From an optimization exercise on the open Yosys and OpenROAD flow, aimed at small area; shortcuts taken in it are not production practice. At most, simulation tests tie the RTL to the original design; equivalence was not proved.

==> module grid_maze_dfs_path_finder, before the edit <==
module grid_maze_dfs_path_finder (
	input  logic       clk,
	input  logic       arst_n,
	input  logic       item_valid,
	output logic       item_stall,
	input  logic       cmd,
	input  logic [2:0] cell_row,
	input  logic [2:0] cell_col,
	input  logic       blocked,
	output logic       result_valid,
	input  logic       result_stall,
	output logic       found,
	output logic [2:0] path_row,
	output logic [2:0] path_col,
	output logic       last
);
	localparam logic [2:0] ST_IDLE = 3'd0;
	localparam logic [2:0] ST_EXP  = 3'd1;
	localparam logic [2:0] ST_SCAN = 3'd2;
	localparam logic [2:0] ST_MISS = 3'd3;
	localparam logic [2:0] ST_BACK = 3'd4;
	localparam logic [2:0] ST_EMIT = 3'd5;
	logic [2:0] state_q;
	logic [5:0] cur_q;       
	logic [1:0] cpd_q;       
	logic [1:0] dir_q;       
	logic       have_q;      
	logic [63:0] vis_q;
	logic [63:0] a_q;
	logic [63:0] b_q;
	logic idle;
	logic to_pred;
	assign idle    = state_q == ST_IDLE;
	assign to_pred = state_q[2];
	logic [5:0] nb_idx;
	logic       nb_inb;
	gmdfs_neigh u_nb (
		.cur (cur_q),
		.dir (to_pred ? cpd_q : dir_q),
		.idx (nb_idx),
		.inb (nb_inb)
	);
	logic [5:0]  addr;
	logic [63:0] sel;
	logic        rd_vis;
	logic [1:0]  rd_dir;
	assign addr = idle ? {cell_row, cell_col} : nb_idx;
	gmdfs_dec u_dec (.addr(addr), .all(clr), .sel(sel));
	gmdfs_rd u_rd (.sel(sel), .vis(vis_q), .a(a_q), .b(b_q), .rd_vis(rd_vis), .rd_dir(rd_dir));
	logic free;
	logic child;
	assign free  = nb_inb && !rd_vis && !rd_dir[1];
	assign child = nb_inb && rd_vis && (rd_dir == {~dir_q[1], dir_q[0]});
	logic item_acc;
	logic result_acc;
	logic run_go;
	logic load_go;
	logic push;
	assign item_acc   = item_valid && !item_stall;
	assign result_acc = result_valid && !result_stall;
	assign run_go     = item_acc && cmd;
	assign load_go    = item_acc && !cmd;
	assign push       = (state_q == ST_EXP) && free;
	logic at_start;
	assign at_start = cur_q == 6'd0;
	assign item_stall   = !idle;
	assign result_valid = (state_q == ST_EMIT) || (state_q == ST_MISS);
	assign found        = state_q == ST_EMIT;
	assign path_row     = cur_q[5:3];
	assign path_col     = cur_q[2:0];
	assign last         = at_start;
	always_ff @(posedge clk or negedge arst_n) begin
		if (!arst_n) begin
			state_q <= ST_IDLE;
		end else begin
			case (state_q)
				ST_IDLE: if (run_go) state_q <= ST_EXP;
				ST_EXP: begin
					if (dir_q == gmdfs_pkg::DIR_RIGHT) state_q <= (have_q || free) ? ST_SCAN : ST_BACK;
				end
				ST_SCAN: begin
					if (child) state_q <= (nb_idx == 6'd63) ? ST_EMIT : ST_EXP;
					else if (dir_q == gmdfs_pkg::DIR_RIGHT) state_q <= ST_BACK;
				end
				ST_BACK: begin
					if (at_start) state_q <= ST_MISS;
					else if (cpd_q != gmdfs_pkg::DIR_LEFT) state_q <= ST_SCAN;
				end
				ST_EMIT: if (result_acc && at_start) state_q <= ST_IDLE;
				ST_MISS: if (result_acc) state_q <= ST_IDLE;
				default: state_q <= ST_IDLE;
			endcase
		end
	end
	always_ff @(posedge clk) begin
		case (state_q)
			ST_IDLE: begin
				cur_q   <= 6'd0;
				dir_q   <= gmdfs_pkg::DIR_UP;
				have_q  <= 1'b0;
			end
			ST_EXP: begin
				dir_q <= dir_q + 2'd1;
				if (free) have_q <= 1'b1;
				if (dir_q == gmdfs_pkg::DIR_RIGHT) have_q <= 1'b0;
			end
			ST_SCAN: begin
				dir_q <= dir_q + 2'd1;
				if (child) begin
					cur_q <= nb_idx;
					cpd_q <= {~dir_q[1], dir_q[0]};
					dir_q <= gmdfs_pkg::DIR_UP;
				end
			end
			ST_BACK: begin
				if (!at_start) begin
					cur_q <= nb_idx;
					cpd_q <= rd_dir;
				end
				dir_q <= {~cpd_q[1], cpd_q[0]} + 2'd1;
			end
			ST_EMIT: begin
				if (result_acc) begin
					cur_q <= nb_idx;
					cpd_q <= rd_dir;
				end
			end
			default: ;
		endcase
	end
	logic clr;
	logic wr_vis;
	logic wr_a;
	logic wr_b;
	assign clr    = idle && run_go;
	assign wr_vis = !idle && (rd_vis || push);
	assign wr_a   = idle ? (load_go ? blocked : rd_dir[1] && !rd_vis) : push ? ~dir_q[1] : rd_dir[1];
	assign wr_b   = push ? dir_q[0] : rd_dir[0];
	assign vis_q[0] = 1'b1;
	assign a_q[0]   = 1'b0;
	assign b_q[0]   = 1'b0;
	for (genvar i = 1; i < 64; i++) begin : g_cell
		logic vis_ff;
		logic a_ff;
		logic a_in;
		assign vis_q[i] = vis_ff;
		always_ff @(posedge clk) begin
			if (sel[i]) vis_ff <= wr_vis;
		end
		if (i == 1 || i == 8) begin : g_x
			assign a_in   = wr_a;
			assign a_q[i] = a_ff;
			assign b_q[i] = i == 1;
		end else if (i == 9 || i == 55 || i == 62 || i == 63) begin : g_x
			assign a_in   = wr_vis ? wr_b : wr_a;
			assign a_q[i] = a_ff && !vis_ff;
			assign b_q[i] = a_ff;
		end else begin : g_a
			assign a_in   = wr_a;
			assign a_q[i] = a_ff;
			if (i == 7) begin : g_b
				assign b_q[i] = !a_ff;
			end else if (i == 56) begin : g_b
				assign b_q[i] = a_ff;
			end else begin : g_b
				logic b_ff;
				assign b_q[i] = b_ff;
				always_ff @(posedge clk) begin
					if (sel[i]) b_ff <= wr_b;
				end
			end
		end
		if (i == 1 || i == 8) begin : g_w
			always_ff @(posedge clk or negedge arst_n) begin
				if (!arst_n) a_ff <= 1'b0;
				else if (sel[i] && !clr) a_ff <= a_in;
			end
		end else begin : g_w
			always_ff @(posedge clk or negedge arst_n) begin
				if (!arst_n) a_ff <= 1'b0;
				else if (sel[i]) a_ff <= clr ? a_ff && !vis_ff : a_in;
			end
		end
	end
endmodule
==> flow/config.mk <==
export PLATFORM = sky130hd
export DESIGN_NAME = grid_maze_dfs_path_finder
export DESIGN_NICKNAME = grid_maze_dfs_path_finder
export VERILOG_FILES = /design/flow/design.v
export SDC_FILE = /design/flow/constraint.sdc
export NUM_CORES = 4
export LEC_CHECK = 0
export ABC_AREA = 1
export CAP_MARGIN = 20
export CORE_MARGIN = 2
export CORE_UTILIZATION = 70
export CTS_BUF_LIST = sky130_fd_sc_hd__clkbuf_8
export SLEW_MARGIN = 20
export SYNTH_HIERARCHICAL = 1
export SYNTH_MINIMUM_KEEP_SIZE = 0
==> flow/constraint.sdc <==
create_clock -name core_clock -period 7.0 [get_ports {clk}]
set_input_delay 1.4000 -clock core_clock [delete_from_list [all_inputs] [get_ports {clk}]]
set_output_delay 1.4000 -clock core_clock [all_outputs]
set_load 0.01 [all_outputs]
standard.sh (not shown) runs the stock make flow with config.mk's settings and CLKGATE_MAP_FILE= SYNTH_SCRIPT=/design/flow/synth_recipe.tcl, a recipe that flattens the netlist after the stock synthesis.
==> flow/flow/run.sh <==
#!/bin/bash
# Own layout flow: the standard synthesis, then the combinational
# logic of its netlist re-mapped by ABC for area (registers, tie cells and
# all names of registers kept as synthesized), then the standard layout
# from floorplan on, with the port buffers made of the smallest buffer and
# a clock tree of clkbuf_8 without dummy loads.
# Each tool's output goes to a log file of its own in this folder.
set -euo pipefail
here=$(pwd)
res=$here/orfs/results/${FLOW_PLATFORM}/grid_maze_dfs_path_finder/base
lib=$FLOW_HOME/platforms/${FLOW_PLATFORM}/lib/sky130_fd_sc_hd__tt_025C_1v80.lib

# 1. standard synthesis
bash standard.sh synth > synth.log 2>&1
cp "$res/1_2_yosys.v" 1_2_yosys.standard.v

# 2. re-map the combinational logic
dont_use=""
for c in $(tr -s ' \n' ' ' < flow/dont_use.txt); do dont_use="$dont_use -dont_use $c"; done
keep=$(grep -oE "sky130_fd_sc_hd__(df|edf|sdf|dl|conb)[a-z0-9_]*" 1_2_yosys.standard.v | sort -u | tr '\n' ' ')
printf 'set_driving_cell sky130_fd_sc_hd__buf_1\nset_load 5\n' > remap.constr
cat > remap.ys <<EOS
read_liberty -ignore_miss_func $lib
read_verilog 1_2_yosys.standard.v
hierarchy -top $FLOW_TOP
setattr -mod -set keep_hierarchy 1 $keep
flatten
opt_clean
abc -script $here/flow/remap.abc -liberty $lib $dont_use -constr $here/remap.constr -D 7000
opt_clean -purge
tee -o remap_stat.log stat -liberty $lib
select -module $FLOW_TOP
write_verilog -noattr -nohex -nodec -selected remapped.v
EOS
yosys -s remap.ys > remap.log 2>&1
cp remapped.v "$res/1_2_yosys.v"
rm -f "$res/1_synth.odb" "$res/1_synth.sdc"

# 3. standard layout from here
# clock tree of one buffer size, without dummy loads
cts_args="-sink_clustering_enable -repair_clock_nets -dont_use_dummy_load -buf_list sky130_fd_sc_hd__clkbuf_8"
bash standard.sh BUFFER_PORTS_ARGS="-buffer_cell sky130_fd_sc_hd__buf_1" CTS_ARGS="$cts_args" finish > layout.log 2>&1
Other scripts of this flow, unchanged in this note and not shown: flow/flow/dont_use.txt, flow/flow/remap.abc
The first run ran to the end with no violations.
Edit:
--- a/flow/design.v
+++ b/flow/design.v
@@ -61,9 +61,9 @@
 	localparam logic [2:0] ST_BACK = 3'd4;
 	localparam logic [2:0] ST_EMIT = 3'd5;
+	localparam logic [2:0] ST_EXPH = 3'd6;
 	logic [2:0] state_q;
 	logic [5:0] cur_q;       
 	logic [1:0] cpd_q;       
 	logic [1:0] dir_q;       
-	logic       have_q;      
 	logic [63:0] vis_q;
 	logic [63:0] a_q;
@@ -72,5 +72,5 @@
 	logic to_pred;
 	assign idle    = state_q == ST_IDLE;
-	assign to_pred = state_q[2];
+	assign to_pred = state_q[2] && !state_q[1];
 	logic [5:0] nb_idx;
 	logic       nb_inb;
@@ -101,5 +101,5 @@
 	assign run_go     = item_acc && cmd;
 	assign load_go    = item_acc && !cmd;
-	assign push       = (state_q == ST_EXP) && free;
+	assign push       = (state_q == ST_EXP || state_q == ST_EXPH) && free;
 	logic at_start;
 	assign at_start = cur_q == 6'd0;
@@ -117,6 +117,8 @@
 				ST_IDLE: if (run_go) state_q <= ST_EXP;
 				ST_EXP: begin
-					if (dir_q == gmdfs_pkg::DIR_RIGHT) state_q <= (have_q || free) ? ST_SCAN : ST_BACK;
-				end
+					if (dir_q == gmdfs_pkg::DIR_RIGHT) state_q <= free ? ST_SCAN : ST_BACK;
+					else if (free) state_q <= ST_EXPH;
+				end
+				ST_EXPH: if (dir_q == gmdfs_pkg::DIR_RIGHT) state_q <= ST_SCAN;
 				ST_SCAN: begin
 					if (child) state_q <= (nb_idx == 6'd63) ? ST_EMIT : ST_EXP;
@@ -138,10 +140,7 @@
 				cur_q   <= 6'd0;
 				dir_q   <= gmdfs_pkg::DIR_UP;
-				have_q  <= 1'b0;
-			end
-			ST_EXP: begin
+			end
+			ST_EXP, ST_EXPH: begin
 				dir_q <= dir_q + 2'd1;
-				if (free) have_q <= 1'b1;
-				if (dir_q == gmdfs_pkg::DIR_RIGHT) have_q <= 1'b0;
 			end
 			ST_SCAN: begin
Cell area grows by 0.55%.
Synthesized area goes down by 1.2%.
Worst hold slack is better by 22 ps.
Non-clock buffer count is higher by 22.
The RTL of the first run of this note was laid out without a check of its function.

-- separate check: timing with driven ports --
Ports are ideal in the flow. The routed layouts listed here were re-timed in OpenROAD. Step 1, drivers: a clkbuf_16 drives clk and a buf_2 each remaining input, both assumed. Step 2 also shifts input and output timing later by t, the mid clock arrival at the registers, as if the neighbouring blocks saw the same clock. a / b / c = no drivers / after step 1 / after step 2; a / b = the first two.
run	shift t [ns]	slack for setup (ns)	worst register clock-pin slew, ns	worst data-port slew with drivers (ns)	cell pins on the clock port's net
the first run	0.516	0.728 / 0.728 / 0.728	0.09 / 0.09	0.03	1
the second run	0.491	0.435 / 0.435 / 0.435	0.10 / 0.10	0.03	1
After both steps setup and hold are still met in every run listed.
